From an optimization exercise on the open Yosys and OpenROAD flow, aimed at small area, a short achievable clock period and few clock cycles per item; shortcuts taken in it are not production practice.
Function was not checked in any run shown here: the RTL went through the layout flow alone.
Power and IR drop assume default switching activity.

File: flow/design.v
package tx_zc_pkg;
    localparam int ZC_NZC_W_DEF = 12;
    localparam int ZC_OUT_W_DEF = 12;
    localparam int ZC_INV_W_DEF = 18;
    localparam int ZC_T_MULT = 24;
endpackage
module tx_zc_mul (
    input  logic        clk,
    input  logic        i_en,
    input  logic [16:0] i_th,
    input  logic [17:0] i_inv,
    output logic [11:0] o_y,
    output logic [16:0] o_p
);
    logic [18:0] thx;
    logic [8:0]  w_neg, w_one, w_two;
    logic [8:0]  neg, one, two;
    logic        r_dsgn;
    logic [18:0] pp0;
    logic [18:0] pp1;
    logic [18:0] pp2;
    logic [18:0] pp3;
    logic [18:0] pp4;
    logic [18:0] pp5;
    logic [18:0] pp6;
    logic [18:0] pp7;
    logic [18:0] pp8;
    logic [34:0] ra, rb;
    logic [34:6] r_a, r_b;
    logic        r_sgn, r_c6;
    logic [6:0]  w_l6;
    logic s1;
    logic c2;
    logic s3;
    logic c4;
    logic s5;
    logic c6;
    logic s7;
    logic c8;
    logic s9;
    logic c10;
    logic s11;
    logic c12;
    logic s13;
    logic c14;
    logic s15;
    logic c16;
    logic s17;
    logic c18;
    logic s19;
    logic c20;
    logic s21;
    logic c22;
    logic s23;
    logic c24;
    logic s25;
    logic c26;
    logic s27;
    logic c28;
    logic s29;
    logic c30;
    logic s31;
    logic c32;
    logic s33;
    logic c34;
    logic s35;
    logic c36;
    logic s37;
    logic c38;
    logic s39;
    logic c40;
    logic s41;
    logic c42;
    logic s43;
    logic c44;
    logic s45;
    logic c46;
    logic s47;
    logic c48;
    logic s49;
    logic c50;
    logic s51;
    logic c52;
    logic s53;
    logic c54;
    logic s55;
    logic c56;
    logic s57;
    logic c58;
    logic s59;
    logic c60;
    logic s61;
    logic c62;
    logic s63;
    logic c64;
    logic s65;
    logic c66;
    logic s67;
    logic c68;
    logic s69;
    logic c70;
    logic s71;
    logic c72;
    logic s73;
    logic c74;
    logic s75;
    logic c76;
    logic s77;
    logic c78;
    logic s79;
    logic c80;
    logic s81;
    logic c82;
    logic s83;
    logic c84;
    logic s85;
    logic c86;
    logic s87;
    logic c88;
    logic s89;
    logic c90;
    logic s91;
    logic c92;
    logic s93;
    logic c94;
    logic s95;
    logic c96;
    logic s97;
    logic c98;
    logic s99;
    logic c100;
    logic s101;
    logic c102;
    logic s103;
    logic c104;
    logic s105;
    logic c106;
    logic s107;
    logic c108;
    logic s109;
    logic c110;
    logic s111;
    logic c112;
    logic s113;
    logic c114;
    logic s115;
    logic c116;
    logic s117;
    logic c118;
    logic s119;
    logic c120;
    logic s121;
    logic c122;
    logic s123;
    logic c124;
    logic s125;
    logic c126;
    logic s127;
    logic c128;
    logic s129;
    logic c130;
    logic s131;
    logic c132;
    logic s133;
    logic c134;
    logic s135;
    logic c136;
    logic s137;
    logic c138;
    logic s139;
    logic c140;
    logic s141;
    logic c142;
    logic s143;
    logic c144;
    logic s145;
    logic c146;
    logic s147;
    logic c148;
    logic s149;
    logic c150;
    logic s151;
    logic c152;
    logic s153;
    logic c154;
    logic s155;
    logic c156;
    logic s157;
    logic c158;
    logic s159;
    logic c160;
    logic s161;
    logic c162;
    logic s163;
    logic c164;
    logic s165;
    logic c166;
    logic s167;
    logic c168;
    logic s169;
    logic c170;
    logic s171;
    logic c172;
    logic s173;
    logic c174;
    logic s175;
    logic c176;
    logic s177;
    logic c178;
    logic s179;
    logic c180;
    logic s181;
    logic c182;
    logic s183;
    logic c184;
    logic s185;
    logic c186;
    logic s187;
    logic c188;
    logic s189;
    logic c190;
    logic s191;
    logic c192;
    logic s193;
    logic c194;
    logic s195;
    logic c196;
    logic s197;
    logic c198;
    logic s199;
    logic c200;
    logic s201;
    logic c202;
    logic s203;
    logic c204;
    logic s205;
    logic c206;
    logic s207;
    logic c208;
    logic s209;
    logic c210;
    logic s211;
    logic c212;
    logic s213;
    logic c214;
    logic s215;
    logic c216;
    logic s217;
    logic c218;
    logic s219;
    logic c220;
    logic s221;
    logic c222;
    logic s223;
    logic c224;
    logic s225;
    logic c226;
    logic s227;
    logic c228;
    logic s229;
    logic c230;
    logic s231;
    logic c232;
    logic s233;
    logic c234;
    logic s235;
    logic c236;
    logic s237;
    logic c238;
    logic s239;
    logic c240;
    logic s241;
    logic c242;
    logic s243;
    logic c244;
    logic s245;
    logic c246;
    logic s247;
    logic c248;
    logic s249;
    logic c250;
    logic s251;
    logic c252;
    logic s253;
    logic c254;
    logic s255;
    logic c256;
    logic s257;
    logic c258;
    logic s259;
    logic c260;
    logic s261;
    logic c262;
    logic s263;
    logic c264;
    logic s265;
    logic c266;
    logic s267;
    logic c268;
    logic s269;
    logic c270;
    logic s271;
    logic c272;
    logic s273;
    logic c274;
    logic s275;
    logic c276;
    logic s277;
    logic c278;
    logic s279;
    logic c280;
    logic s281;
    logic c282;
    logic s283;
    logic c284;
    logic s285;
    logic c286;
    logic s287;
    logic c288;
    logic s289;
    logic c290;
    logic s291;
    logic c292;
    logic s293;
    logic c294;
    logic s295;
    logic c296;
    logic s297;
    logic c298;
    logic s299;
    logic c300;
    logic s301;
    logic c302;
    logic s303;
    logic c304;
    logic s305;
    logic c306;
    assign thx = {i_th[16], i_th, 1'b0};
    always_comb begin
        for (int i = 0; i < 9; i++) begin
            w_neg[i] = thx[2*i+2] & ~(thx[2*i+1] & thx[2*i]);
            w_one[i] = thx[2*i+1] ^ thx[2*i];
            w_two[i] = (thx[2*i+2] & ~thx[2*i+1] & ~thx[2*i]) | (~thx[2*i+2] & thx[2*i+1] & thx[2*i]);
        end
    end
    always_ff @(posedge clk) begin
        if (i_en) begin
            neg    <= w_neg;
            one    <= w_one;
            two    <= w_two;
            r_dsgn <= i_th[16];
        end
    end
    assign pp0 = (({19{one[0]}} & {1'b0, i_inv}) | ({19{two[0]}} & {i_inv, 1'b0})) ^ {19{neg[0]}};
    assign pp1 = (({19{one[1]}} & {1'b0, i_inv}) | ({19{two[1]}} & {i_inv, 1'b0})) ^ {19{neg[1]}};
    assign pp2 = (({19{one[2]}} & {1'b0, i_inv}) | ({19{two[2]}} & {i_inv, 1'b0})) ^ {19{neg[2]}};
    assign pp3 = (({19{one[3]}} & {1'b0, i_inv}) | ({19{two[3]}} & {i_inv, 1'b0})) ^ {19{neg[3]}};
    assign pp4 = (({19{one[4]}} & {1'b0, i_inv}) | ({19{two[4]}} & {i_inv, 1'b0})) ^ {19{neg[4]}};
    assign pp5 = (({19{one[5]}} & {1'b0, i_inv}) | ({19{two[5]}} & {i_inv, 1'b0})) ^ {19{neg[5]}};
    assign pp6 = (({19{one[6]}} & {1'b0, i_inv}) | ({19{two[6]}} & {i_inv, 1'b0})) ^ {19{neg[6]}};
    assign pp7 = (({19{one[7]}} & {1'b0, i_inv}) | ({19{two[7]}} & {i_inv, 1'b0})) ^ {19{neg[7]}};
    assign pp8 = (({19{one[8]}} & {1'b0, i_inv}) | ({19{two[8]}} & {i_inv, 1'b0})) ^ {19{neg[8]}};
    assign s1 = pp0[16] ^ pp1[14];
    assign c2 = pp0[16] & pp1[14];
    assign s3 = pp0[17] ^ pp1[15];
    assign c4 = pp0[17] & pp1[15];
    assign s5 = pp0[18] ^ pp1[16];
    assign c6 = pp0[18] & pp1[16];
    assign s7 = pp1[17] ^ pp2[15];
    assign c8 = pp1[17] & pp2[15];
    assign s9 = pp1[18] ^ pp2[16];
    assign c10 = pp1[18] & pp2[16];
    assign s11 = ~neg[1] ^ pp2[17];
    assign c12 = ~neg[1] & pp2[17];
    assign s13 = pp0[10] ^ pp1[8];
    assign c14 = pp0[10] & pp1[8];
    assign s15 = pp0[11] ^ pp1[9];
    assign c16 = pp0[11] & pp1[9];
    assign s17 = pp0[12] ^ pp1[10] ^ pp2[8];
    assign c18 = (pp0[12] & pp1[10]) | (pp0[12] & pp2[8]) | (pp1[10] & pp2[8]);
    assign s19 = pp3[6] ^ pp4[4];
    assign c20 = pp3[6] & pp4[4];
    assign s21 = pp0[13] ^ pp1[11] ^ pp2[9];
    assign c22 = (pp0[13] & pp1[11]) | (pp0[13] & pp2[9]) | (pp1[11] & pp2[9]);
    assign s23 = pp3[7] ^ pp4[5];
    assign c24 = pp3[7] & pp4[5];
    assign s25 = pp0[14] ^ pp1[12] ^ pp2[10];
    assign c26 = (pp0[14] & pp1[12]) | (pp0[14] & pp2[10]) | (pp1[12] & pp2[10]);
    assign s27 = pp3[8] ^ pp4[6] ^ pp5[4];
    assign c28 = (pp3[8] & pp4[6]) | (pp3[8] & pp5[4]) | (pp4[6] & pp5[4]);
    assign s29 = pp6[2] ^ pp7[0];
    assign c30 = pp6[2] & pp7[0];
    assign s31 = pp0[15] ^ pp1[13] ^ pp2[11];
    assign c32 = (pp0[15] & pp1[13]) | (pp0[15] & pp2[11]) | (pp1[13] & pp2[11]);
    assign s33 = pp3[9] ^ pp4[7] ^ pp5[5];
    assign c34 = (pp3[9] & pp4[7]) | (pp3[9] & pp5[5]) | (pp4[7] & pp5[5]);
    assign s35 = pp6[3] ^ pp7[1];
    assign c36 = pp6[3] & pp7[1];
    assign s37 = pp2[12] ^ pp3[10] ^ pp4[8];
    assign c38 = (pp2[12] & pp3[10]) | (pp2[12] & pp4[8]) | (pp3[10] & pp4[8]);
    assign s39 = pp5[6] ^ pp6[4] ^ pp7[2];
    assign c40 = (pp5[6] & pp6[4]) | (pp5[6] & pp7[2]) | (pp6[4] & pp7[2]);
    assign s41 = pp8[0] ^ neg[8] ^ s1;
    assign c42 = (pp8[0] & neg[8]) | (pp8[0] & s1) | (neg[8] & s1);
    assign s43 = pp2[13] ^ pp3[11] ^ pp4[9];
    assign c44 = (pp2[13] & pp3[11]) | (pp2[13] & pp4[9]) | (pp3[11] & pp4[9]);
    assign s45 = pp5[7] ^ pp6[5] ^ pp7[3];
    assign c46 = (pp5[7] & pp6[5]) | (pp5[7] & pp7[3]) | (pp6[5] & pp7[3]);
    assign s47 = pp8[1] ^ s3 ^ c2;
    assign c48 = (pp8[1] & s3) | (pp8[1] & c2) | (s3 & c2);
    assign s49 = pp2[14] ^ pp3[12] ^ pp4[10];
    assign c50 = (pp2[14] & pp3[12]) | (pp2[14] & pp4[10]) | (pp3[12] & pp4[10]);
    assign s51 = pp5[8] ^ pp6[6] ^ pp7[4];
    assign c52 = (pp5[8] & pp6[6]) | (pp5[8] & pp7[4]) | (pp6[6] & pp7[4]);
    assign s53 = pp8[2] ^ s5 ^ c4;
    assign c54 = (pp8[2] & s5) | (pp8[2] & c4) | (s5 & c4);
    assign s55 = pp3[13] ^ pp4[11] ^ pp5[9];
    assign c56 = (pp3[13] & pp4[11]) | (pp3[13] & pp5[9]) | (pp4[11] & pp5[9]);
    assign s57 = pp6[7] ^ pp7[5] ^ pp8[3];
    assign c58 = (pp6[7] & pp7[5]) | (pp6[7] & pp8[3]) | (pp7[5] & pp8[3]);
    assign s59 = neg[0] ^ s7 ^ c6;
    assign c60 = (neg[0] & s7) | (neg[0] & c6) | (s7 & c6);
    assign s61 = pp3[14] ^ pp4[12] ^ pp5[10];
    assign c62 = (pp3[14] & pp4[12]) | (pp3[14] & pp5[10]) | (pp4[12] & pp5[10]);
    assign s63 = pp6[8] ^ pp7[6] ^ pp8[4];
    assign c64 = (pp6[8] & pp7[6]) | (pp6[8] & pp8[4]) | (pp7[6] & pp8[4]);
    assign s65 = neg[0] ^ s9 ^ c8;
    assign c66 = (neg[0] & s9) | (neg[0] & c8) | (s9 & c8);
    assign s67 = pp3[15] ^ pp4[13] ^ pp5[11];
    assign c68 = (pp3[15] & pp4[13]) | (pp3[15] & pp5[11]) | (pp4[13] & pp5[11]);
    assign s69 = pp6[9] ^ pp7[7] ^ pp8[5];
    assign c70 = (pp6[9] & pp7[7]) | (pp6[9] & pp8[5]) | (pp7[7] & pp8[5]);
    assign s71 = ~neg[0] ^ s11 ^ c10;
    assign c72 = (~neg[0] & s11) | (~neg[0] & c10) | (s11 & c10);
    assign s73 = pp2[18] ^ pp3[16] ^ pp4[14];
    assign c74 = (pp2[18] & pp3[16]) | (pp2[18] & pp4[14]) | (pp3[16] & pp4[14]);
    assign s75 = pp5[12] ^ pp6[10] ^ pp7[8];
    assign c76 = (pp5[12] & pp6[10]) | (pp5[12] & pp7[8]) | (pp6[10] & pp7[8]);
    assign s77 = ~(pp8[6] ^ c12);
    assign c78 = pp8[6] | c12;
    assign s79 = ~neg[2] ^ pp3[17] ^ pp4[15];
    assign c80 = (~neg[2] & pp3[17]) | (~neg[2] & pp4[15]) | (pp3[17] & pp4[15]);
    assign s81 = pp5[13] ^ pp6[11] ^ pp7[9];
    assign c82 = (pp5[13] & pp6[11]) | (pp5[13] & pp7[9]) | (pp6[11] & pp7[9]);
    assign s83 = pp3[18] ^ pp4[16] ^ pp5[14];
    assign c84 = (pp3[18] & pp4[16]) | (pp3[18] & pp5[14]) | (pp4[16] & pp5[14]);
    assign s85 = pp6[12] ^ pp7[10];
    assign c86 = pp6[12] & pp7[10];
    assign s87 = ~neg[3] ^ pp4[17] ^ pp5[15];
    assign c88 = (~neg[3] & pp4[17]) | (~neg[3] & pp5[15]) | (pp4[17] & pp5[15]);
    assign s89 = pp4[18] ^ pp5[16];
    assign c90 = pp4[18] & pp5[16];
    assign s91 = pp0[6] ^ pp1[4];
    assign c92 = pp0[6] & pp1[4];
    assign s93 = pp0[7] ^ pp1[5];
    assign c94 = pp0[7] & pp1[5];
    assign s95 = pp0[8] ^ pp1[6] ^ pp2[4];
    assign c96 = (pp0[8] & pp1[6]) | (pp0[8] & pp2[4]) | (pp1[6] & pp2[4]);
    assign s97 = pp3[2] ^ pp4[0];
    assign c98 = pp3[2] & pp4[0];
    assign s99 = pp0[9] ^ pp1[7] ^ pp2[5];
    assign c100 = (pp0[9] & pp1[7]) | (pp0[9] & pp2[5]) | (pp1[7] & pp2[5]);
    assign s101 = pp3[3] ^ pp4[1];
    assign c102 = pp3[3] & pp4[1];
    assign s103 = pp2[6] ^ pp3[4] ^ pp4[2];
    assign c104 = (pp2[6] & pp3[4]) | (pp2[6] & pp4[2]) | (pp3[4] & pp4[2]);
    assign s105 = pp5[0] ^ neg[5] ^ s13;
    assign c106 = (pp5[0] & neg[5]) | (pp5[0] & s13) | (neg[5] & s13);
    assign s107 = pp2[7] ^ pp3[5] ^ pp4[3];
    assign c108 = (pp2[7] & pp3[5]) | (pp2[7] & pp4[3]) | (pp3[5] & pp4[3]);
    assign s109 = pp5[1] ^ s15 ^ c14;
    assign c110 = (pp5[1] & s15) | (pp5[1] & c14) | (s15 & c14);
    assign s111 = pp5[2] ^ pp6[0] ^ neg[6];
    assign c112 = (pp5[2] & pp6[0]) | (pp5[2] & neg[6]) | (pp6[0] & neg[6]);
    assign s113 = s17 ^ s19 ^ c16;
    assign c114 = (s17 & s19) | (s17 & c16) | (s19 & c16);
    assign s115 = pp5[3] ^ pp6[1] ^ s21;
    assign c116 = (pp5[3] & pp6[1]) | (pp5[3] & s21) | (pp6[1] & s21);
    assign s117 = s23 ^ c18 ^ c20;
    assign c118 = (s23 & c18) | (s23 & c20) | (c18 & c20);
    assign s119 = neg[7] ^ s25 ^ s27;
    assign c120 = (neg[7] & s25) | (neg[7] & s27) | (s25 & s27);
    assign s121 = s29 ^ c22 ^ c24;
    assign c122 = (s29 & c22) | (s29 & c24) | (c22 & c24);
    assign s123 = s31 ^ s33 ^ s35;
    assign c124 = (s31 & s33) | (s31 & s35) | (s33 & s35);
    assign s125 = c26 ^ c28 ^ c30;
    assign c126 = (c26 & c28) | (c26 & c30) | (c28 & c30);
    assign s127 = s37 ^ s39 ^ s41;
    assign c128 = (s37 & s39) | (s37 & s41) | (s39 & s41);
    assign s129 = c32 ^ c34 ^ c36;
    assign c130 = (c32 & c34) | (c32 & c36) | (c34 & c36);
    assign s131 = s43 ^ s45 ^ s47;
    assign c132 = (s43 & s45) | (s43 & s47) | (s45 & s47);
    assign s133 = c38 ^ c40 ^ c42;
    assign c134 = (c38 & c40) | (c38 & c42) | (c40 & c42);
    assign s135 = s49 ^ s51 ^ s53;
    assign c136 = (s49 & s51) | (s49 & s53) | (s51 & s53);
    assign s137 = c44 ^ c46 ^ c48;
    assign c138 = (c44 & c46) | (c44 & c48) | (c46 & c48);
    assign s139 = s55 ^ s57 ^ s59;
    assign c140 = (s55 & s57) | (s55 & s59) | (s57 & s59);
    assign s141 = c50 ^ c52 ^ c54;
    assign c142 = (c50 & c52) | (c50 & c54) | (c52 & c54);
    assign s143 = s61 ^ s63 ^ s65;
    assign c144 = (s61 & s63) | (s61 & s65) | (s63 & s65);
    assign s145 = c56 ^ c58 ^ c60;
    assign c146 = (c56 & c58) | (c56 & c60) | (c58 & c60);
    assign s147 = s67 ^ s69 ^ s71;
    assign c148 = (s67 & s69) | (s67 & s71) | (s69 & s71);
    assign s149 = c62 ^ c64 ^ c66;
    assign c150 = (c62 & c64) | (c62 & c66) | (c64 & c66);
    assign s151 = s73 ^ s75 ^ s77;
    assign c152 = (s73 & s75) | (s73 & s77) | (s75 & s77);
    assign s153 = c68 ^ c70 ^ c72;
    assign c154 = (c68 & c70) | (c68 & c72) | (c70 & c72);
    assign s155 = pp8[7] ^ s79 ^ s81;
    assign c156 = (pp8[7] & s79) | (pp8[7] & s81) | (s79 & s81);
    assign s157 = c74 ^ c76 ^ c78;
    assign c158 = (c74 & c76) | (c74 & c78) | (c76 & c78);
    assign s159 = ~(pp8[8] ^ s83);
    assign c160 = pp8[8] | s83;
    assign s161 = s85 ^ c80 ^ c82;
    assign c162 = (s85 & c80) | (s85 & c82) | (c80 & c82);
    assign s163 = pp6[13] ^ pp7[11] ^ pp8[9];
    assign c164 = (pp6[13] & pp7[11]) | (pp6[13] & pp8[9]) | (pp7[11] & pp8[9]);
    assign s165 = s87 ^ c84 ^ c86;
    assign c166 = (s87 & c84) | (s87 & c86) | (c84 & c86);
    assign s167 = pp6[14] ^ pp7[12] ^ pp8[10];
    assign c168 = (pp6[14] & pp7[12]) | (pp6[14] & pp8[10]) | (pp7[12] & pp8[10]);
    assign s169 = ~(s89 ^ c88);
    assign c170 = s89 | c88;
    assign s171 = ~neg[4] ^ pp5[17] ^ pp6[15];
    assign c172 = (~neg[4] & pp5[17]) | (~neg[4] & pp6[15]) | (pp5[17] & pp6[15]);
    assign s173 = pp7[13] ^ pp8[11] ^ c90;
    assign c174 = (pp7[13] & pp8[11]) | (pp7[13] & c90) | (pp8[11] & c90);
    assign s175 = pp5[18] ^ pp6[16] ^ pp7[14];
    assign c176 = (pp5[18] & pp6[16]) | (pp5[18] & pp7[14]) | (pp6[16] & pp7[14]);
    assign s177 = ~pp8[12];
    assign c178 = pp8[12];
    assign s179 = ~neg[5] ^ pp6[17] ^ pp7[15];
    assign c180 = (~neg[5] & pp6[17]) | (~neg[5] & pp7[15]) | (pp6[17] & pp7[15]);
    assign s181 = pp6[18] ^ pp7[16];
    assign c182 = pp6[18] & pp7[16];
    assign s183 = pp0[4] ^ pp1[2];
    assign c184 = pp0[4] & pp1[2];
    assign s185 = pp0[5] ^ pp1[3] ^ pp2[1];
    assign c186 = (pp0[5] & pp1[3]) | (pp0[5] & pp2[1]) | (pp1[3] & pp2[1]);
    assign s187 = pp2[2] ^ pp3[0] ^ neg[3];
    assign c188 = (pp2[2] & pp3[0]) | (pp2[2] & neg[3]) | (pp3[0] & neg[3]);
    assign s189 = pp2[3] ^ pp3[1] ^ s93;
    assign c190 = (pp2[3] & pp3[1]) | (pp2[3] & s93) | (pp3[1] & s93);
    assign s191 = neg[4] ^ s95 ^ s97;
    assign c192 = (neg[4] & s95) | (neg[4] & s97) | (s95 & s97);
    assign s193 = s99 ^ s101 ^ c96;
    assign c194 = (s99 & s101) | (s99 & c96) | (s101 & c96);
    assign s195 = s103 ^ s105 ^ c100;
    assign c196 = (s103 & s105) | (s103 & c100) | (s105 & c100);
    assign s197 = s107 ^ s109 ^ c104;
    assign c198 = (s107 & s109) | (s107 & c104) | (s109 & c104);
    assign s199 = s111 ^ s113 ^ c108;
    assign c200 = (s111 & s113) | (s111 & c108) | (s113 & c108);
    assign s201 = s115 ^ s117 ^ c112;
    assign c202 = (s115 & s117) | (s115 & c112) | (s117 & c112);
    assign s203 = s119 ^ s121 ^ c116;
    assign c204 = (s119 & s121) | (s119 & c116) | (s121 & c116);
    assign s205 = s123 ^ s125 ^ c120;
    assign c206 = (s123 & s125) | (s123 & c120) | (s125 & c120);
    assign s207 = s127 ^ s129 ^ c124;
    assign c208 = (s127 & s129) | (s127 & c124) | (s129 & c124);
    assign s209 = s131 ^ s133 ^ c128;
    assign c210 = (s131 & s133) | (s131 & c128) | (s133 & c128);
    assign s211 = s135 ^ s137 ^ c132;
    assign c212 = (s135 & s137) | (s135 & c132) | (s137 & c132);
    assign s213 = s139 ^ s141 ^ c136;
    assign c214 = (s139 & s141) | (s139 & c136) | (s141 & c136);
    assign s215 = s143 ^ s145 ^ c140;
    assign c216 = (s143 & s145) | (s143 & c140) | (s145 & c140);
    assign s217 = s147 ^ s149 ^ c144;
    assign c218 = (s147 & s149) | (s147 & c144) | (s149 & c144);
    assign s219 = s151 ^ s153 ^ c148;
    assign c220 = (s151 & s153) | (s151 & c148) | (s153 & c148);
    assign s221 = s155 ^ s157 ^ c152;
    assign c222 = (s155 & s157) | (s155 & c152) | (s157 & c152);
    assign s223 = s159 ^ s161 ^ c156;
    assign c224 = (s159 & s161) | (s159 & c156) | (s161 & c156);
    assign s225 = s163 ^ s165 ^ c160;
    assign c226 = (s163 & s165) | (s163 & c160) | (s165 & c160);
    assign s227 = s167 ^ s169 ^ c164;
    assign c228 = (s167 & s169) | (s167 & c164) | (s169 & c164);
    assign s229 = s171 ^ s173 ^ c168;
    assign c230 = (s171 & s173) | (s171 & c168) | (s173 & c168);
    assign s231 = s175 ^ s177 ^ c172;
    assign c232 = (s175 & s177) | (s175 & c172) | (s177 & c172);
    assign s233 = pp8[13] ^ s179 ^ c176;
    assign c234 = (pp8[13] & s179) | (pp8[13] & c176) | (s179 & c176);
    assign s235 = ~(pp8[14] ^ s181);
    assign c236 = pp8[14] | s181;
    assign s237 = ~neg[6] ^ pp7[17] ^ pp8[15];
    assign c238 = (~neg[6] & pp7[17]) | (~neg[6] & pp8[15]) | (pp7[17] & pp8[15]);
    assign s239 = pp7[18] ^ pp8[16];
    assign c240 = pp7[18] & pp8[16];
    assign s241 = pp0[2] ^ pp1[0];
    assign c242 = pp0[2] & pp1[0];
    assign s243 = pp0[3] ^ pp1[1];
    assign c244 = pp0[3] & pp1[1];
    assign s245 = pp2[0] ^ neg[2] ^ s183;
    assign c246 = (pp2[0] & neg[2]) | (pp2[0] & s183) | (neg[2] & s183);
    assign s247 = ~(s185 ^ c184);
    assign c248 = s185 | c184;
    assign s249 = s91 ^ s187 ^ c186;
    assign c250 = (s91 & s187) | (s91 & c186) | (s187 & c186);
    assign s251 = c92 ^ s189 ^ c188;
    assign c252 = (c92 & s189) | (c92 & c188) | (s189 & c188);
    assign s253 = c94 ^ s191 ^ c190;
    assign c254 = (c94 & s191) | (c94 & c190) | (s191 & c190);
    assign s255 = c98 ^ s193 ^ c192;
    assign c256 = (c98 & s193) | (c98 & c192) | (s193 & c192);
    assign s257 = c102 ^ s195 ^ c194;
    assign c258 = (c102 & s195) | (c102 & c194) | (s195 & c194);
    assign s259 = c106 ^ s197 ^ c196;
    assign c260 = (c106 & s197) | (c106 & c196) | (s197 & c196);
    assign s261 = c110 ^ s199 ^ c198;
    assign c262 = (c110 & s199) | (c110 & c198) | (s199 & c198);
    assign s263 = c114 ^ s201 ^ c200;
    assign c264 = (c114 & s201) | (c114 & c200) | (s201 & c200);
    assign s265 = c118 ^ s203 ^ c202;
    assign c266 = (c118 & s203) | (c118 & c202) | (s203 & c202);
    assign s267 = c122 ^ s205 ^ c204;
    assign c268 = (c122 & s205) | (c122 & c204) | (s205 & c204);
    assign s269 = c126 ^ s207 ^ c206;
    assign c270 = (c126 & s207) | (c126 & c206) | (s207 & c206);
    assign s271 = c130 ^ s209 ^ c208;
    assign c272 = (c130 & s209) | (c130 & c208) | (s209 & c208);
    assign s273 = c134 ^ s211 ^ c210;
    assign c274 = (c134 & s211) | (c134 & c210) | (s211 & c210);
    assign s275 = c138 ^ s213 ^ c212;
    assign c276 = (c138 & s213) | (c138 & c212) | (s213 & c212);
    assign s277 = c142 ^ s215 ^ c214;
    assign c278 = (c142 & s215) | (c142 & c214) | (s215 & c214);
    assign s279 = c146 ^ s217 ^ c216;
    assign c280 = (c146 & s217) | (c146 & c216) | (s217 & c216);
    assign s281 = c150 ^ s219 ^ c218;
    assign c282 = (c150 & s219) | (c150 & c218) | (s219 & c218);
    assign s283 = c154 ^ s221 ^ c220;
    assign c284 = (c154 & s221) | (c154 & c220) | (s221 & c220);
    assign s285 = c158 ^ s223 ^ c222;
    assign c286 = (c158 & s223) | (c158 & c222) | (s223 & c222);
    assign s287 = c162 ^ s225 ^ c224;
    assign c288 = (c162 & s225) | (c162 & c224) | (s225 & c224);
    assign s289 = c166 ^ s227 ^ c226;
    assign c290 = (c166 & s227) | (c166 & c226) | (s227 & c226);
    assign s291 = c170 ^ s229 ^ c228;
    assign c292 = (c170 & s229) | (c170 & c228) | (s229 & c228);
    assign s293 = c174 ^ s231 ^ c230;
    assign c294 = (c174 & s231) | (c174 & c230) | (s231 & c230);
    assign s295 = c178 ^ s233 ^ c232;
    assign c296 = (c178 & s233) | (c178 & c232) | (s233 & c232);
    assign s297 = c180 ^ s235 ^ c234;
    assign c298 = (c180 & s235) | (c180 & c234) | (s235 & c234);
    assign s299 = c182 ^ s237 ^ c236;
    assign c300 = (c182 & s237) | (c182 & c236) | (s237 & c236);
    assign s301 = ~(s239 ^ c238);
    assign c302 = s239 | c238;
    assign s303 = ~neg[7] ^ pp8[17] ^ c240;
    assign c304 = (~neg[7] & pp8[17]) | (~neg[7] & c240) | (pp8[17] & c240);
    assign s305 = ~pp8[18];
    assign c306 = pp8[18];
    assign ra[0] = pp0[0];
    assign rb[0] = neg[0];
    assign ra[1] = pp0[1];
    assign rb[1] = 1'b0;
    assign ra[2] = neg[1];
    assign rb[2] = s241;
    assign ra[3] = s243;
    assign rb[3] = c242;
    assign ra[4] = s245;
    assign rb[4] = c244;
    assign ra[5] = s247;
    assign rb[5] = c246;
    assign ra[6] = s249;
    assign rb[6] = c248;
    assign ra[7] = s251;
    assign rb[7] = c250;
    assign ra[8] = s253;
    assign rb[8] = c252;
    assign ra[9] = s255;
    assign rb[9] = c254;
    assign ra[10] = s257;
    assign rb[10] = c256;
    assign ra[11] = s259;
    assign rb[11] = c258;
    assign ra[12] = s261;
    assign rb[12] = c260;
    assign ra[13] = s263;
    assign rb[13] = c262;
    assign ra[14] = s265;
    assign rb[14] = c264;
    assign ra[15] = s267;
    assign rb[15] = c266;
    assign ra[16] = s269;
    assign rb[16] = c268;
    assign ra[17] = s271;
    assign rb[17] = c270;
    assign ra[18] = s273;
    assign rb[18] = c272;
    assign ra[19] = s275;
    assign rb[19] = c274;
    assign ra[20] = s277;
    assign rb[20] = c276;
    assign ra[21] = s279;
    assign rb[21] = c278;
    assign ra[22] = s281;
    assign rb[22] = c280;
    assign ra[23] = s283;
    assign rb[23] = c282;
    assign ra[24] = s285;
    assign rb[24] = c284;
    assign ra[25] = s287;
    assign rb[25] = c286;
    assign ra[26] = s289;
    assign rb[26] = c288;
    assign ra[27] = s291;
    assign rb[27] = c290;
    assign ra[28] = s293;
    assign rb[28] = c292;
    assign ra[29] = s295;
    assign rb[29] = c294;
    assign ra[30] = s297;
    assign rb[30] = c296;
    assign ra[31] = s299;
    assign rb[31] = c298;
    assign ra[32] = s301;
    assign rb[32] = c300;
    assign ra[33] = s303;
    assign rb[33] = c302;
    assign ra[34] = s305;
    assign rb[34] = c304;
    assign w_l6 = {1'b0, ra[5:0]} + {1'b0, rb[5:0]};
    always_ff @(posedge clk) begin
        if (i_en) begin
            r_a   <= ra[34:6];
            r_b   <= rb[34:6];
            r_sgn <= r_dsgn;
            r_c6  <= w_l6[6];
        end
    end
    logic [22:6] w_lo;
    logic [17:0] w_sum;
    assign w_sum = {r_a[22:6], r_c6} + {r_b[22:6], r_c6};
    assign w_lo  = w_sum[17:1];
    assign o_p  = w_lo[22:6];
    logic [34:17] w_p, w_o, w_g;
    logic         w_z0, w_z1;
    assign w_p   = r_a[34:17] ^ r_b[34:17];
    assign w_o   = r_a[34:17] | r_b[34:17];
    assign w_g   = r_a[34:17] & r_b[34:17];
    assign w_z0  = !w_lo[17] && (w_o[33:17] == w_p[34:18]);
    assign w_z1  = w_lo[17] && (w_g[33:17] == ~w_p[34:18]);
    assign o_y   = (w_z0 || w_z1) ? w_lo[17:6] : (r_sgn ? 12'h800 : 12'h7ff);
endmodule
module tx_zc_phase_gen #(
    parameter int NZC_W  = tx_zc_pkg::ZC_NZC_W_DEF,
    parameter int OUT_W  = tx_zc_pkg::ZC_OUT_W_DEF,
    parameter int INV_W  = tx_zc_pkg::ZC_INV_W_DEF,
    parameter int PH_W   = NZC_W + 5
) (
    input  logic             sys_clk,
    input  logic             rst,
    input  logic             start,
    input  logic             abort,
    input  logic [NZC_W-1:0] zc_N_zc,
    input  logic [NZC_W-1:0] zc_len,
    input  logic [NZC_W-1:0] zc_start_index,
    input  logic [PH_W-1:0]  zc_Q,
    input  logic [PH_W-1:0]  zc_P,
    input  logic [INV_W-1:0] zc_inv_T,
    input  logic             theta_ready,
    output logic             theta_valid,
    output logic [OUT_W-1:0] theta_data,
    output logic             theta_last,
    output logic             busy,
    output logic             cfg_err
);
    logic        r_busy, r_idle, r_cfg_err;
    logic        r_ph_q2;    
    logic        r_ph_e0;    
    logic        r_ph_run;   
    logic        r_ph_w1;    
    logic        r_ph_w2;    
    logic        r_ph_w3;    
    logic        r_s1_valid, r_s1_last, r_s2_valid, r_s2_last, r_out_valid, r_out_last;
    logic [11:0] r_out_data;
    logic [11:0] r_nzc;          
    logic [13:0] r_t3;           
    logic [16:0] r_q;            
    logic [16:0] r_p;            
    logic [17:0] r_inv;          
    logic [11:0] r_rem;          
    logic [11:0] r_skip;         
    logic [11:0]        r_mc;    
    logic               r_wrap;  
    logic               r_usep;  
    logic signed [16:0] r_th;    
    logic [16:0]        r_e;     
    logic [4:0]         r_z;     
    logic [4:0]         r_pm;    
    logic [13:0] w_3n;
    logic [14:0] w_qc_a, w_qc_b, w_qc_s, w_qc_c, w_qc_r;
    logic [14:0] w_pc_s, w_pc_c, w_pc_r;
    logic [15:0] w_q2_a, w_q2_b, w_q2_s, w_q2_c, w_q2x;
    logic        w_cfg_ok, w_accept, w_adv, w_step, w_done, w_last_step;
    logic [16:0] w_t, w_half;
    logic [16:0] w_q2;
    logic [18:0] w_tha, w_thb, w_tnx, w_hnx, w_ths, w_s1, w_c1, w_ths_m, w_s2, w_c2, w_thc;
    logic [16:0] w_th_nxt;
    logic        w_wrap_nxt, w_e0_nxt;
    logic [16:0] w_ea;
    logic [18:0] w_eq, w_tx, w_ed, w_s3, w_c3, w_edt;
    logic [16:0] w_e_nxt;
    logic [1:0]  w_p3;
    logic [4:0]  w_pm;
    logic [3:0]  w_zl_s;
    logic [4:0]  w_z_nxt, w_zth5;
    logic [16:0] w_zth;
    logic [17:0] w_mul_b;
    logic [11:0] w_sat;
    logic [16:0] w_prod;
    logic        w_th_ld;
    logic [16:0] w_th_d;
    assign w_qc_a   = {3'b000, zc_N_zc};
    assign w_qc_b   = ~{1'b0, zc_N_zc, 2'b00};
    assign w_qc_s   = w_qc_a ^ w_qc_b ^ {1'b0, zc_Q[16:3]};
    assign w_qc_c   = {(w_qc_a[13:0] & w_qc_b[13:0]) | ((w_qc_a[13:0] | w_qc_b[13:0]) & zc_Q[16:3]), 1'b1};
    assign w_qc_r   = w_qc_s + w_qc_c;
    assign w_pc_s   = w_qc_a ^ w_qc_b ^ {1'b0, zc_P[16:3]};
    assign w_pc_c   = {(w_qc_a[13:0] & w_qc_b[13:0]) | ((w_qc_a[13:0] | w_qc_b[13:0]) & zc_P[16:3]), 1'b1};
    assign w_pc_r   = w_pc_s + w_pc_c;
    assign w_cfg_ok = (zc_N_zc[11:2] != '0 || zc_N_zc[1:0] == 2'd3) && (zc_len != '0) &&
                      (zc_start_index < zc_len) && w_qc_r[14] && w_pc_r[14];
    assign w_accept = !r_busy && start && w_cfg_ok;
    assign w_adv       = !(r_out_valid && !theta_ready);
    assign w_step      = w_adv && r_ph_run;
    assign w_last_step = (r_rem == 12'd1);
    assign w_done      = r_out_valid && r_out_last && theta_ready;
    assign w_t    = {r_t3, 3'b000};
    assign w_half = {1'b0, r_t3, 2'b00};
    assign w_3n    = 14'(r_nzc) + {1'b0, r_nzc, 1'b0};
    assign w_q2_a  = {4'b0000, r_nzc};
    assign w_q2_b  = ~{2'b00, r_nzc, 2'b00};
    assign w_q2_s  = w_q2_a ^ w_q2_b ^ {1'b0, r_q[16:2]};
    assign w_q2_c  = {(w_q2_a[14:0] & w_q2_b[14:0]) | ((w_q2_a[14:0] | w_q2_b[14:0]) & r_q[16:2]), 1'b1};
    assign w_q2x   = w_q2_s + w_q2_c;
    assign w_q2    = w_q2x[15] ? {r_q[15:0], 1'b0} : {w_q2x[13:0], r_q[1:0], 1'b0};
    assign w_tha  = {r_th[16], r_th[16], r_th};
    assign w_thb  = {2'b00, r_e};
    assign w_tnx  = ~{2'b00, w_t};
    assign w_hnx  = ~{2'b00, w_half};
    assign w_ths  = w_tha + w_thb;
    assign w_s1   = w_tha ^ w_thb ^ w_tnx;
    assign w_c1   = {(w_tha[17:0] & w_thb[17:0]) | (w_tha[17:0] & w_tnx[17:0]) | (w_thb[17:0] & w_tnx[17:0]), 1'b1};
    assign w_ths_m = w_s1 + w_c1;
    assign w_s2   = w_tha ^ w_thb ^ w_hnx;
    assign w_c2   = {(w_tha[17:0] & w_thb[17:0]) | (w_tha[17:0] & w_hnx[17:0]) | (w_thb[17:0] & w_hnx[17:0]), 1'b1};
    assign w_thc  = w_s2 + w_c2;
    assign w_th_nxt = w_thc[18] ? w_ths[16:0] : w_ths_m[16:0];
    assign w_ea   = r_usep ? r_p : r_e;
    assign w_eq   = ~{2'b00, r_q};
    assign w_tx   = {2'b00, w_t};
    assign w_ed   = {2'b00, w_ea} - {2'b00, r_q};
    assign w_s3   = {2'b00, w_ea} ^ w_eq ^ w_tx;
    assign w_c3   = {({1'b0, w_ea} & w_eq[17:0]) | ({1'b0, w_ea} & w_tx[17:0]) | (w_eq[17:0] & w_tx[17:0]), 1'b1};
    assign w_edt  = w_s3 + w_c3;
    assign w_e_nxt = w_ed[18] ? w_edt[16:0] : w_ed[16:0];
    function automatic logic [1:0] add3(input logic [1:0] a, input logic [1:0] b);
        case ({a, b})
            4'b0000: add3 = 2'd0;  4'b0001: add3 = 2'd1;  4'b0010: add3 = 2'd2;
            4'b0100: add3 = 2'd1;  4'b0101: add3 = 2'd2;  4'b0110: add3 = 2'd0;
            4'b1000: add3 = 2'd2;  4'b1001: add3 = 2'd0;  4'b1010: add3 = 2'd1;
            default: add3 = 2'd0;
        endcase
    endfunction
    function automatic logic [1:0] red3(input logic [1:0] g);
        red3 = {g[1] & ~g[0], g[0] & ~g[1]};
    endfunction
    always_comb begin
        logic [1:0] r0, r1, r2, r3, r4, r5, r6;
        r0 = red3(r_p[4:3]);   r1 = red3(r_p[6:5]);   r2 = red3(r_p[8:7]);
        r3 = red3(r_p[10:9]);  r4 = red3(r_p[12:11]); r5 = red3(r_p[14:13]);
        r6 = red3(r_p[16:15]);
        w_p3 = add3(add3(add3(r0, r1), add3(r2, r3)), add3(add3(r4, r5), r6));
    end
    assign w_pm = {w_p3, r_p[2:0]};
    assign w_zl_s  = {1'b0, r_z[2:0]} + {1'b0, r_pm[2:0]};
    assign w_z_nxt = {add3(add3(r_z[4:3], r_pm[4:3]), {1'b0, w_zl_s[3]}), w_zl_s[2:0]};
    assign w_zth5  = (r_z[4:3] == 2'd2) ? {2'b11, r_z[2:0]} :
                     (r_z[4:3] == 2'd1 && r_z[2]) ? {2'b10, r_z[2:0]} : {1'b0, r_z[3], r_z[2:0]};
    assign w_zth   = {{12{w_zth5[4]}}, w_zth5};
    always_comb begin
        if (r_ph_q2)      w_th_d = '0;
        else if (r_ph_w3) w_th_d = w_prod;
        else if (r_wrap)  w_th_d = w_zth;
        else              w_th_d = w_th_nxt;
    end
    assign w_th_ld = r_ph_q2 || (w_adv && (r_ph_run || r_ph_w3));
    assign w_mul_b = r_ph_w2 ? {r_nzc, 6'b000000} : r_inv;
    tx_zc_mul u_mul (.clk(sys_clk), .i_en(w_adv), .i_th(r_th), .i_inv(w_mul_b),
                     .o_y(w_sat), .o_p(w_prod));
    assign w_e0_nxt   = !rst && !abort && r_busy && r_ph_q2;
    assign w_wrap_nxt = r_ph_q2 ? 1'b0 : (w_step ? (!r_wrap && r_mc == 12'd2) : r_wrap);
    always_ff @(posedge sys_clk) begin
        if (rst || abort) begin
            r_busy      <= 1'b0;
            r_idle      <= 1'b1;
            r_ph_q2     <= 1'b0;
            r_ph_e0     <= 1'b0;
            r_ph_run    <= 1'b0;
            r_ph_w1     <= 1'b0;
            r_ph_w2     <= 1'b0;
            r_ph_w3     <= 1'b0;
            r_s1_valid  <= 1'b0;
            r_s1_last   <= 1'b0;
            r_s2_valid  <= 1'b0;
            r_s2_last   <= 1'b0;
            r_out_valid <= 1'b0;
            r_out_last  <= 1'b0;
            r_cfg_err   <= 1'b0;
        end else begin
            r_cfg_err <= !r_busy && start && !w_cfg_ok;
            if (!r_busy) begin
                r_busy  <= w_accept;
                r_idle  <= !w_accept;
                r_ph_q2 <= w_accept;
            end else begin
                if (w_done) begin
                    r_busy <= 1'b0;
                    r_idle <= 1'b1;
                end
                r_ph_q2 <= 1'b0;
                r_ph_e0 <= r_ph_q2;
                if (r_ph_e0) r_ph_run <= 1'b1;
                if (w_adv) begin
                    if (r_ph_run && (w_last_step || r_wrap)) r_ph_run <= 1'b0;
                    r_ph_w1 <= r_ph_run && !w_last_step && r_wrap;
                    r_ph_w2 <= r_ph_w1;
                    r_ph_w3 <= r_ph_w2;
                    if (r_ph_w3) r_ph_run <= 1'b1;
                end
            end
            if (w_adv) begin
                r_s1_valid  <= w_step && (r_skip == '0);
                r_s1_last   <= w_last_step;
                r_s2_valid  <= r_s1_valid;
                r_s2_last   <= r_s1_last;
                r_out_valid <= r_s2_valid;
                r_out_last  <= r_s2_last;
            end
        end
    end
    always_ff @(posedge sys_clk) begin
        if (r_idle) begin
            r_nzc  <= zc_N_zc;
            r_q    <= zc_Q;
            r_p    <= zc_P;
            r_inv  <= zc_inv_T;
            r_rem  <= zc_len;
            r_skip <= zc_start_index;
        end else begin
            if (r_ph_q2) r_q <= w_q2;
            if (w_step) begin
                r_rem <= r_rem - 12'd1;
                if (r_skip != '0) r_skip <= r_skip - 12'd1;
            end
        end
    end
    always_ff @(posedge sys_clk) begin
        if (w_th_ld) begin
            r_th <= w_th_d;
        end
        r_t3   <= w_3n;
        r_wrap <= w_wrap_nxt;
        r_usep <= w_e0_nxt || w_wrap_nxt;
        if (r_ph_q2) begin
            r_mc   <= r_nzc;
            r_pm   <= w_pm;
            r_z    <= w_pm;
        end
        if (r_ph_e0) begin
            r_e <= w_e_nxt;
        end
        if (w_step) begin
            r_e <= w_e_nxt;
            if (r_wrap) begin
                r_z    <= w_z_nxt;
                r_mc   <= r_nzc;
            end else begin
                r_mc   <= r_mc - 12'd1;
            end
        end
        if (w_adv) begin
            r_out_data <= w_sat;
        end
    end
    assign theta_valid = r_out_valid;
    assign theta_data  = r_out_data;
    assign theta_last  = r_out_last;
    assign busy        = r_busy;
    assign cfg_err     = r_cfg_err;
endmodule
File: flow/constraint.sdc
create_clock -name core_clock -period 8.0 [get_ports {sys_clk}]
set_input_delay 1.6000 -clock core_clock [delete_from_list [all_inputs] [get_ports {sys_clk}]]
set_output_delay 1.6000 -clock core_clock [all_outputs]
set_load 0.01 [all_outputs]
File: flow/flow/run.sh
#!/bin/bash
# The standard layout, with the ports buffered by buf_1 cells instead of the
# default choice of buffer cell.
set -euo pipefail
export BUFFER_PORTS_ARGS="-buffer_cell sky130_fd_sc_hd__buf_1"
bash standard.sh > standard.log 2>&1
File: flow/config.mk
export PLATFORM = sky130hd
export DESIGN_NAME = tx_zc_phase_gen
export DESIGN_NICKNAME = tx_zc_phase_gen
export VERILOG_FILES = /design/flow/design.v
export SDC_FILE = /design/flow/constraint.sdc
export NUM_CORES = 4
export LEC_CHECK = 0
export CAP_MARGIN = 20
export CORE_MARGIN = 2
export CORE_UTILIZATION = 40
export CTS_BUF_LIST = sky130_fd_sc_hd__clkbuf_8
export CTS_CLUSTER_DIAMETER = 60
export CTS_CLUSTER_SIZE = 20
export SETUP_SLACK_MARGIN = 4.0
export SLEW_MARGIN = 20
File: flow/standard.sh
#!/bin/bash
# synth_recipe.tcl (not shown) runs the flow's synth.tcl, then flattens the netlist and writes it again
# the make line also repeats each setting of config.mk as NAME=value (left out here)
make -C /OpenROAD-flow-scripts/flow DESIGN_CONFIG=/design/flow/config.mk WORK_HOME=/design/flow/orfs CLKGATE_MAP_FILE= SYNTH_SCRIPT=/design/flow/synth_recipe.tcl "${@:-finish}"
==> results of run 1 <==
[layer usage]
layer	track usage	part of all wire	routed length, µm
met5	0	0	0
met4	0.0533	0.024	1610
met3	0.0184	0.040	2760
met2	0.350	0.49	33800
met1	0.251	0.44	30200
[metrics by stage]
step                      hold WS [ps]  cells  worst slack (ps)
after global routing               483   3736              3920
after detailed placement           420   3636              3150
after CTS                          463   3709              4010
after global placement             405   3633              3210
final                              456   3736              4060
after floorplan                    400   2750              4000
[timing repair]
action                     4_1_cts  5_1_grt
buffers inserted                17       25
pin swaps                        0       17
hold buffers                     0        0
setup endpoints to repair       48       45
gates resized for setup         10       16
hold endpoints to repair         0        0
cloned                           0        1
[area by class of cell]
type | count | area, µm²
Clock buffer | 30 | 413
Clock inverter | 26 | 313
Fill cell | 6518 | 37500
Inverter | 450 | 1690
Multi-Input combinational cell | 1910 | 17100
Sequential cell | 274 | 7880
Tap cell | 873 | 1090
Timing Repair Buffer | 173 | 1010
[cells in the mapped netlist, types with 8 or more instances]
| cell type | number |
|---|---|
| nand3_1 | 36 |
| nor3_1 | 35 |
| xnor2_1 | 222 |
| o21bai_1 | 13 |
| fa_1 | 201 |
| and2_1 | 12 |
| clkbuf_1 | 74 |
| inv_1 | 447 |
| or3_1 | 8 |
| a211oi_1 | 23 |
| o21ai_0 | 78 |
| a22oi_1 | 135 |
| xor2_1 | 103 |
| edfxtp_1 | 238 |
| a31oi_1 | 10 |
| buf_1 | 36 |
| nor2b_1 | 33 |
| ha_1 | 260 |
| nor4_1 | 19 |
| o21ai_1 | 26 |
| a21boi_0 | 8 |
| a21oi_1 | 88 |
| mux2_2 | 17 |
| mux2i_1 | 53 |
| o21a_1 | 41 |
| nand2b_1 | 25 |
| a21o_1 | 28 |
| o211ai_1 | 10 |
| nand2_1 | 174 |
| nor2_1 | 134 |
| nand4_1 | 10 |
| dfxtp_1 | 36 |
[state kept, by name (all words and copies together), names as in the netlist, 14 cells and up]
name,flops
r_e,17
r_th,17
r_p,17
u_mul.r_a,29
u_mul.r_b,29
r_q,17
r_inv,18
r_t3,14
[power groups by stage]
stage | Combinational, mW | Clock, mW | Sequential (mW)
after CTS | 5.48 | 1.17 | 2.37
after floorplan | 4.15 | 0 | 2.26
final | 5.49 | 1.12 | 2.36
after detailed placement | 5.42 | 0 | 2.41
after global placement | 5.22 | 0 | 2.41
after global routing | 6.25 | 1.20 | 2.40
[kinds of logic after synthesis]
group | count (synthesis) | synth area share
AOI/OAI and AO/OA | 531 | 0.136
muxes | 72 | 0.0275
buffers and inverters | 567 | 0.0795
and+or+nand+nor | 519 | 0.0908
DFF | 274 | 0.291
adders and majority gates | 461 | 0.269
xor gates and xnor gates | 326 | 0.106
[final timing paths]
| path | startpoint | endpoint | cells after the start |
|---|---|---|---|
| setup / recovery | r_e[1] | r_e[16] | 14 |
| hold reg to reg | u_mul.r_dsgn | u_mul.r_sgn | 0 |
| setup reg to reg | r_e[1] | r_e[16] | 14 |
| hold / removal | u_mul.r_dsgn | u_mul.r_sgn | 0 |
==> flow_metrics.env, run 1 <==
export IMPL_htreeDepth=1
export IMPL_finalSetupViolations=0
export IMPL_netlist_area_um2=27000
export IMPL_diodes=0
export IMPL_powerDensity_nw_per_um2=304
export IMPL_crit_arrival_ps=4390
export IMPL_clk_latency_ps=690
export IMPL_cts_sinks=274
export IMPL_p_sw_mw=4.04
export IMPL_tns_ps=0
export IMPL_via_count=19693
export IMPL_pin_count=109
export IMPL_hold_path_class="register to register"
export IMPL_grt_total_usage=0.195
export IMPL_cts_root_buf="clkbuf_8"
export IMPL_yosysTopAreaCell="edfxtp_1"
export IMPL_final_common_cell="inv_1"
export IMPL_cap_violations=0
export IMPL_finalPower_mw=8.98
export IMPL_fin_crit_sh=0.492
export IMPL_numPortBuffers=108
export IMPL_clkTransAtPathRegs_ps=110
export IMPL_grt_setup_unrepaired="true"
export IMPL_p_seq_frac=0.263
export IMPL_core_area_um2=67000
export IMPL_path_delay_family="compound AO/OA/AOI/OAI gates"
export IMPL_pwr_share_clk=0.124
export IMPL_ys_seq_area_frac=0.291
export IMPL_nNetsFinal=3393
export IMPL_cts_buffer_depth=3
export IMPL_layout_drive_gt1_share=0.0636
export IMPL_combPwrFrac=0.612
export IMPL_crit_path_start_kind="register"
export IMPL_hpwl_um=53700
export IMPL_dr_pass1_iters=5
export IMPL_grt_max_degree=68
export IMPL_worst_slew_pin_slew_ps=1070
export IMPL_ys_ff_latch=274
export IMPL_relSlewSlack=0.287
export IMPL_grt_pass1_vias=20746
export IMPL_crit_chain="inv_1, o21a_1, inv_1, ha_1, fa_1, nor2b_1, o31a_1, o41ai_2, o2111ai_1, a41o_1, a21oi_1, xnor2_1, mux2i_1, xor2_1"
export IMPL_die_h_um=264
export IMPL_viasPerCell=5.27
export IMPL_synth_fp_nets=3304
export IMPL_drt_total_wl_um=68400
export IMPL_overflow=0
export IMPL_swShare=0.450
export IMPL_remaining_drc_errors=0
export IMPL_synth_edf_count=238
export IMPL_cts_tree="built"
export IMPL_area_growth_synth_to_final_pct=9.24
export IMPL_die_w_um=264
export IMPL_post_synth_main_area_contributors="edfxtp_1, fa_1, ha_1"
export IMPL_placed_area_um2=28300
export IMPL_detail_route_iter0_violations=1209
export IMPL_p_int_mw=4.94
export IMPL_timing_critical_path_buf_inv=2
export IMPL_fmax_mhz=254
export IMPL_syn_mean_instance_area_um2=9.83
export IMPL_final_area_um2=29500
export IMPL_final_util=0.441
export IMPL_cp_end_kind="register"
export IMPL_crit_top_cell="inv_1"
export IMPL_crit_fanout=3
export IMPL_async_flop_share=0
export IMPL_synth_main_ff_cell="edfxtp_1"
export IMPL_slew_viol_final=0
export IMPL_final_cell_mix="inv_1, ha_1, edfxtp_1"
export IMPL_cpMaxStageDelayCell="edfxtp_1"
export IMPL_cts_buffers=30
export IMPL_synth_distinct_cells=87
export IMPL_yosysTopAreaCellShare=0.264
export IMPL_hold_viol_final=0
export IMPL_p_leak_nw=13.0
export IMPL_fp_dieArea_um2=69700
export IMPL_detail_route_antenna_nets=0
export IMPL_syn_instance_count=2750
export IMPL_ys_warn_count=2
export IMPL_fin_crit_ps=3940
export IMPL_antenna_found_initial=0
export IMPL_ir_worst_vdd_mv=0.161
export IMPL_critical_path_class="register to register"
export IMPL_grt_pass1_wl_um=109000
export IMPL_fin_skew_ps=44.0
export IMPL_r2r_slack_ps=4060
export IMPL_worstPathRequired_ps=8450
export IMPL_wire_per_inst_um=18.3
export IMPL_cpPeakStageDelay_ps=430
export IMPL_num_rows=95
export IMPL_status="timing/DRC/antenna clean"
export IMPL_gp_congestion=0.915
export IMPL_start_util=0.403
==> inputs of run 2 (changes only) <==
--- a/flow/design.v
+++ b/flow/design.v
@@ -980,2 +980,3 @@
         r_t3   <= w_3n;
+        r_pm   <= w_pm;
         r_wrap <= w_wrap_nxt;
@@ -984,3 +985,2 @@
             r_mc   <= r_nzc;
-            r_pm   <= w_pm;
             r_z    <= w_pm;
==> run 2 against run 1 <==
Against the previous run: still clean on timing, DRC and antenna; fmax is essentially flat; core utilization grew 0.37 points; wire length grew 3.3%; first-iteration DRC count grew 46%; combinational power shrank 27%; critical endpoint is now u_mul.r_a[16]; largest power group unchanged.
==> flow_metrics.env, run 2 <==
export IMPL_cpPeakStageDelay_ps=600
export IMPL_place_ws_ps=3310
export IMPL_hold_path_class="register to register"
export IMPL_final_cell_mix="inv_1, ha_1, edfxtp_1"
export IMPL_crit_top_cell="fa_1"
export IMPL_synth_edf_count=233
export IMPL_antenna_found_initial=1
export IMPL_crit_arrival_ps=4350
export IMPL_dp_cells=3644
export IMPL_fmax_mhz=254
export IMPL_start_util=0.403
export IMPL_cts_buffers=31
export IMPL_cp_end_kind="register"
export IMPL_hold_viol_final=0
export IMPL_wire_per_inst_um=18.7
export IMPL_fp_dieArea_um2=69500
export IMPL_yosys_area_share_adder=0.270
export IMPL_remaining_drc_errors=0
export IMPL_die_w_um=264
export IMPL_hold_ws_ps=448
export IMPL_layout_drive_gt1_share=0.0838
export IMPL_crit_path_start_kind="register"
export IMPL_nNetsFinal=3428
export IMPL_tns_ps=0
export IMPL_status="timing/DRC/antenna clean"
export IMPL_post_synth_main_area_contributors="edfxtp_1, fa_1, ha_1"
export IMPL_yosysTopAreaCell="edfxtp_1"
export IMPL_yosysTopAreaCellShare=0.260
export IMPL_synth_most_common_cell="inv_1"
export IMPL_ys_warn_count=2
export IMPL_timing_final_ws_setup_ps=4070
export IMPL_finalSetupViolations=0
export IMPL_grt_total_usage=0.201
export IMPL_drt_total_wl_um=70600
export IMPL_hpwl_um=54900
export IMPL_grt_pass1_vias=20863
export IMPL_worst_slew_pin_slew_ps=904
export IMPL_final_util=0.444
export IMPL_fin_crit_sh=0.492
export IMPL_ir_worst_vdd_mv=0.134
export IMPL_path_delay_family="adder cells"
export IMPL_cts_root_buf="clkbuf_8"
export IMPL_syn_mean_instance_area_um2=9.78
export IMPL_overflow=0
export IMPL_top_regs="u_mul.r_a: 29 flops, u_mul.r_b: 29 flops, r_inv: 18 flops"
export IMPL_synth_fp_nets=3310
export IMPL_synth_commonest_cells="inv_1, ha_1, edfxtp_1"
export IMPL_ys_ff_latch=274
export IMPL_async_flop_share=0
export IMPL_synth_compound_area_frac=0.146
export IMPL_viasPerCell=5.30
export IMPL_grt_max_degree=73
export IMPL_num_rows=95
export IMPL_detail_route_iter0_violations=1767
export IMPL_dr_pass1_iters=6
export IMPL_cts_buffer_depth=3
export IMPL_fillers=6429
export IMPL_synth_simple_area_share=0.0884
export IMPL_p_leak_nw=13.1
export IMPL_timing_critical_path_buf_inv=4
export IMPL_htreeDepth=1
export IMPL_netlist_area_um2=27000
export IMPL_clk_latency_ps=710
export IMPL_synth_top_family_by_area="adder cells"
export IMPL_fin_crit_ps=3930
export IMPL_cts_sinks=274
export IMPL_grt_pass1_wl_um=112000
export IMPL_critical_path_class="register to register"
export IMPL_core_area_um2=66900
export IMPL_numPortBuffers=108
export IMPL_crit_fanout=17
export IMPL_final_common_cell="inv_1"
export IMPL_area_growth_synth_to_final_pct=10.3
export IMPL_ys_seq_area_frac=0.290
export IMPL_relSlewSlack=0.398
export IMPL_powerDensity_nw_per_um2=244
export IMPL_clkTransAtPathRegs_ps=100
export IMPL_holdBufCountCts=0
export IMPL_cts_tree="built"
export IMPL_synth_area_mux_share=0.0195
export IMPL_finalPower_mw=7.26
export IMPL_die_h_um=264
export IMPL_multi_input_area_um2=17100
export IMPL_via_count=19984
export IMPL_fin_skew_ps=46.3
export IMPL_final_cells=3773
export IMPL_grt_setup_unrepaired="true"
export IMPL_pin_count=109
export IMPL_synth_xor_area_share=0.105
export IMPL_final_seq_area_um2=7830
export IMPL_gp_congestion=0.925
export IMPL_placed_area_um2=28200
export IMPL_syn_instance_count=2756
export IMPL_cap_violations=0
export IMPL_final_area_um2=29700
export IMPL_cpMaxStageDelayCell="fa_1"
export IMPL_synth_distinct_cells=91
export IMPL_synth_main_ff_cell="edfxtp_1"
export IMPL_detail_route_antenna_nets=0
export IMPL_slew_viol_final=0
export IMPL_crit_chain="buf_12, clkbuf_16, mux2_4, a22oi_1, xnor2_1, fa_1, inv_1, fa_1, fa_1, inv_1, fa_1"
export IMPL_worstPathRequired_ps=8420
[run 2: cell types whose count changed after synthesis, moves of 11 or more]
cell / delta
nand3_1: -14
nor2_1: -26
mux2i_1: -27
a21oi_1: +46
and3_1: +12
o21ai_0: +24
nand2_1: +11
[run 2: what timing repair did]
| action | in CTS | in global routing |
|---|---|---|
| endpoints found under the setup margin | 50 | 53 |
| pin swaps | 1 | 25 |
| resized for setup | 16 | 28 |
| buffers inserted | 13 | 52 |
| cloned | 1 | 4 |
[run 2: logic make-up (layout without fill, tap and decap cells)]
kind of cell,after synthesis,in the layout
AOI/OAI and AO/OA,587,587
DFF,274,274
muxes,48,49
xor gates and xnor gates,319,320
buffers and inverters,572,713
and+or+nand+nor,495,495
other,0,1
adders and majority gates,461,461
[run 2: worst paths after layout]
path	from	slack, ps	to	cells after the start
worst max-delay path	r_ph_w2	4070	u_mul.r_a[16]	11
worst min-delay path	r_p[2]	450	r_pm[2]	0
worst max register to register	r_ph_w2	4070	u_mul.r_a[16]	11
worst min register to register	r_p[2]	450	r_pm[2]	0
[run 2: power by group]
| group | total [mW] | switching [mW] | internal [mW] |
|---|---|---|---|
| clock network | 1.10 | 0.673 | 0.427 |
| registers | 2.15 | 0.201 | 1.95 |
| logic | 4.01 | 2.33 | 1.68 |
[run 2: metal layers]
metal  GRT usage  vias up  wire [µm]
met1       0.260     9758      30400
met4      0.0585        0       1600
met5           0        -          0
li1            -     9555          -
met3      0.0271      118       3770
met2       0.348      553      34800
[run 2: cell type report]
| cell class | count | area share |
|---|---|---|
| Inverter | 457 | 0.0578 |
| Timing Repair Buffer | 198 | 0.0420 |
| Sequential cell | 274 | 0.263 |
| Multi-Input combinational cell | 1912 | 0.576 |
| Tap cell | 873 | 0.0367 |
| Clock buffer | 31 | 0.0144 |
| Clock inverter | 27 | 0.0101 |
| Antenna cell | 1 | 0.0000842 |
==> inputs of run 3 (changes only) <==
--- a/flow/design.v
+++ b/flow/design.v
@@ -980,3 +980,2 @@
         r_t3   <= w_3n;
-        r_pm   <= w_pm;
         r_wrap <= w_wrap_nxt;
@@ -985,2 +984,3 @@
             r_mc   <= r_nzc;
+            r_pm   <= w_pm;
             r_z    <= w_pm;
--- a/flow/config.mk
+++ b/flow/config.mk
@@ -7,3 +7,3 @@
 export LEC_CHECK = 0
-export CAP_MARGIN = 20
+export CAP_MARGIN = 5
 export CORE_MARGIN = 2
@@ -14,2 +14,2 @@
 export SETUP_SLACK_MARGIN = 4.0
-export SLEW_MARGIN = 20
+export SLEW_MARGIN = 5
==> run 3 against run 2 <==
Against the previous run: still clean on timing, DRC and antenna; synthesized cell count decreased by 0.22%; non-clock buffer count decreased by 22; wire length decreased by 2.3%; via count decreased by 0.98%; die area increased by 0.30%; clock power about the same; flip-flop and latch count unchanged; critical endpoint is now u_mul.r_a[25]; largest power group unchanged.
==> flow_metrics.env, run 3 <==
export IMPL_r2r_start="r_nzc[10]"
export IMPL_final_cell_mix="inv_1, ha_1, edfxtp_1"
export IMPL_crit_fanout=5
export IMPL_overflow=0
export IMPL_ys_warn_count=2
export IMPL_busiest_layer="met2"
export IMPL_cts_buffers=30
export IMPL_die_w_um=264
export IMPL_synth_distinct_cells=87
export IMPL_cts_root_buf="clkbuf_8"
export IMPL_synth_main_ff_cell="edfxtp_1"
export IMPL_ys_ff_latch=274
export IMPL_r2r_end="u_mul.r_a[25]"
export IMPL_p_leak_nw=13.0
export IMPL_powerDensity_nw_per_um2=302
export IMPL_crit_chain="buf_4, mux2_2, a22oi_2, xnor2_1, fa_1, fa_1, inv_1, fa_1, inv_1, fa_1"
export IMPL_fillers=6447
export IMPL_die_h_um=264
export IMPL_num_rows=95
export IMPL_ys_seq_area_frac=0.291
export IMPL_cap_violations=0
export IMPL_p_int_mw=4.90
export IMPL_cts_tree="built"
export IMPL_p_sw_mw=4.03
export IMPL_grt_pass1_wl_um=109000
export IMPL_r2r_cells=10
export IMPL_final_common_cell="inv_1"
export IMPL_p_seq_frac=0.266
export IMPL_syn_instance_count=2750
export IMPL_status="timing/DRC/antenna clean"
export IMPL_crit_arrival_ps=4360
export IMPL_top_regs="u_mul.r_a: 29 flops, u_mul.r_b: 29 flops, r_inv: 18 flops"
export IMPL_cpPeakStageDelay_ps=550
export IMPL_slew_viol_final=0
export IMPL_tns_ps=0
export IMPL_cp_end_kind="register"
export IMPL_clkTransAtPathRegs_ps=110
export IMPL_hold_path_class="register to register"
export IMPL_dr_pass1_iters=5
export IMPL_core_area_um2=67000
export IMPL_cts_sinks=274
export IMPL_synth_fp_nets=3304
export IMPL_antenna_found_initial=0
export IMPL_crit_path_start_kind="register"
export IMPL_grt_max_degree=68
export IMPL_pwr_share_clk=0.119
export IMPL_hpwl_um=53500
export IMPL_viasPerCell=5.29
export IMPL_ir_worst_vdd_mv=0.153
export IMPL_fp_dieArea_um2=69700
export IMPL_grt_util_met3=0.0216
export IMPL_numPortBuffers=108
export IMPL_syn_mean_instance_area_um2=9.83
export IMPL_holdBufCountCts=0
export IMPL_min_path_cells=0
export IMPL_pin_count=109
export IMPL_timing_final_ws_setup_ps=4030
export IMPL_dp_cells=3633
export IMPL_clk_latency_ps=700
export IMPL_crit_top_cell="fa_1"
export IMPL_detail_route_iter0_violations=1284
export IMPL_area_growth_synth_to_final_pct=9.23
export IMPL_cpMaxStageDelayCell="edfxtp_1"
export IMPL_gp_congestion=0.915
export IMPL_detail_route_antenna_nets=0
export IMPL_layout_drive_gt1_share=0.0667
export IMPL_fmax_mhz=252
export IMPL_fin_skew_ps=51.5
export IMPL_met2_usage=0.346
export IMPL_relSlewSlack=0.153
export IMPL_swShare=0.452
export IMPL_start_util=0.403
export IMPL_netlist_area_um2=27000
export IMPL_critical_path_class="register to register"
export IMPL_grt_pass1_vias=20660
export IMPL_post_synth_main_area_contributors="edfxtp_1, fa_1, ha_1"
export IMPL_cts_buffer_depth=3
export IMPL_final_cells=3739
export IMPL_hold_ws_ps=438
export IMPL_async_flop_share=0
export IMPL_worst_slew_pin_slew_ps=1270
export IMPL_grt_setup_unrepaired="true"
export IMPL_place_ws_ps=3140
export IMPL_worstPathRequired_ps=8390
export IMPL_grt_total_usage=0.195
export IMPL_finalSetupViolations=0
export IMPL_synth_edf_count=238
export IMPL_yosysTopAreaCell="edfxtp_1"
export IMPL_hold_viol_final=0
export IMPL_synth_most_common_cell="inv_1"
export IMPL_fin_crit_ps=3970
export IMPL_min_from="u_mul.r_dsgn"
export IMPL_drt_total_wl_um=69000
export IMPL_htreeDepth=1
export IMPL_synth_commonest_cells="inv_1, ha_1, edfxtp_1"
export IMPL_via_count=19789
export IMPL_fin_crit_sh=0.496
export IMPL_holdPathEnd="u_mul.r_sgn"
export IMPL_combPwrFrac=0.615
export IMPL_wire_per_inst_um=18.4
export IMPL_r2r_slack_ps=4030
export IMPL_yosysTopAreaCellShare=0.264
export IMPL_remaining_drc_errors=0
export IMPL_nNetsFinal=3398
export IMPL_gr_usage_met1=0.251
## run 3: cell count changes after synthesis, sizes merged, moves of 8 or more
cell,delta
a21oi,-46
mux2i,+24
nor2,+23
o21ai,-21
nand3,+15
and3,-12
nand2,-10
o22ai,-9
o211ai,+8
o21a,+8
## run 3: cells by family (layout without fill, tap and decap cells)
kind of cell	count (synthesis)	count (layout)	share of synthesized area
AND/OR/NAND/NOR	519	519	0.0908
buffers and inverters	567	679	0.0795
AO/OA/AOI/OAI	531	531	0.136
other	0	1	0
multiplexers	72	75	0.0275
flip-flops	274	274	0.291
XOR/XNOR	326	326	0.106
adder cells (fa/ha/maj)	461	461	0.269
## run 3: metrics by stage
stage,cell area [µm²],power (mW),util
after floorplan,27100,6.41,-
after global placement,28200,7.63,0.421
after detailed placement,28200,7.83,0.421
after CTS,29100,8.94,0.434
after global routing,29500,9.81,0.440
final,29500,8.93,0.441
## run 3: worst max path at each step
stage | slack, ps | endpoint | startpoint | cells after the start
6_report | 4030 | u_mul.r_a[25] | r_nzc[10] | 10
3_3_place_gp | 3210 | r_idle | zc_N_zc[2] | 13
2_1_floorplan | 4000 | u_mul.r_a[19] | r_ph_w2 | 13
4_1_cts | 3980 | u_mul.r_a[19] | r_nzc[10] | 10
3_5_place_dp | 3140 | r_idle | zc_N_zc[2] | 13
5_1_grt | 3940 | u_mul.r_a[25] | r_ph_w2 | 11
## run 3: metal layers
| metal | part of all wire | wire [µm] |
|---|---|---|
| met5 | 0 | 0 |
| met4 | 0.025 | 1760 |
| met3 | 0.046 | 3190 |
| met2 | 0.49 | 33900 |
| met1 | 0.44 | 30100 |
## run 3: cell type report
type | count | area, µm² | area share
diodes | 1 | 2.50 | 0.0000847
clock buffers | 30 | 413 | 0.0140
clock inverters | 23 | 268 | 0.00907
inverters | 450 | 1690 | 0.0573
multi-input cells | 1912 | 17200 | 0.583
flip-flops and latches | 274 | 7880 | 0.267
well taps | 873 | 1090 | 0.0370
repair buffers | 176 | 973 | 0.0330
## run 3: timing repair
action,4_1_cts,5_1_grt
setup endpoints to repair,48,46
cloned,0,3
setup buffers,14,35
resized for setup,9,30
hold endpoints to repair,0,0
pin swaps,0,29
## run 3: critical path, delay by kind of cell, from the launching register on
kind | cells | cell delay (ps)
compound gates | 1 | 240
mux | 1 | 360
xor+xnor | 1 | 180
buf+inv | 3 | 310
flops | 1 | 550
fa+ha+maj | 4 | 2000
## run 3: power by group through the flow
stage / Clock, mW / Sequential, mW / Combinational (mW)
floorplan: 0 / 2.26 / 4.15
global placement: 0 / 2.41 / 5.22
detailed placement: 0 / 2.42 / 5.41
CTS: 1.11 / 2.38 / 5.45
global route: 1.16 / 2.41 / 6.24
finish: 1.07 / 2.37 / 5.49

## afterwards: timing with drivers on the ports
The results above use ideal ports. As a check the final layouts listed here were re-extracted and re-timed, cells and wires unchanged. Step 1 (the two cells are an assumption about what drives the block):
set clk [get_ports {sys_clk}]
set_driving_cell -lib_cell sky130_fd_sc_hd__clkbuf_16 $clk
set_driving_cell -lib_cell sky130_fd_sc_hd__buf_2 [delete_from_list [all_inputs] $clk]
Step 2 times the ports against the registers' clock, not the clock port: input delays grow and output delays shrink by t, the midpoint of the rising clock arrivals with the driver on. a / b / c = no drivers / after step 1 / after step 2; a / b = the first two.
run | t (ns) | slack for setup (ns) | latest minus earliest clock arrival (ns) | worst slew at a driven data input, ns
run 1 | 0.726 | 4.064 / 4.064 / 3.380 | 0.045 / 0.045 | 0.07
run 2 | 0.740 | 4.068 / 4.068 / 3.482 | 0.047 / 0.047 | 0.06
run 3 | 0.732 | 4.033 / 4.033 / 3.516 | 0.053 / 0.053 | 0.06
After both steps every run listed still meets setup and hold. The setup slack of run 1, which loses most, moves by 0.000 ns with the drivers and by -0.684 ns with both steps.
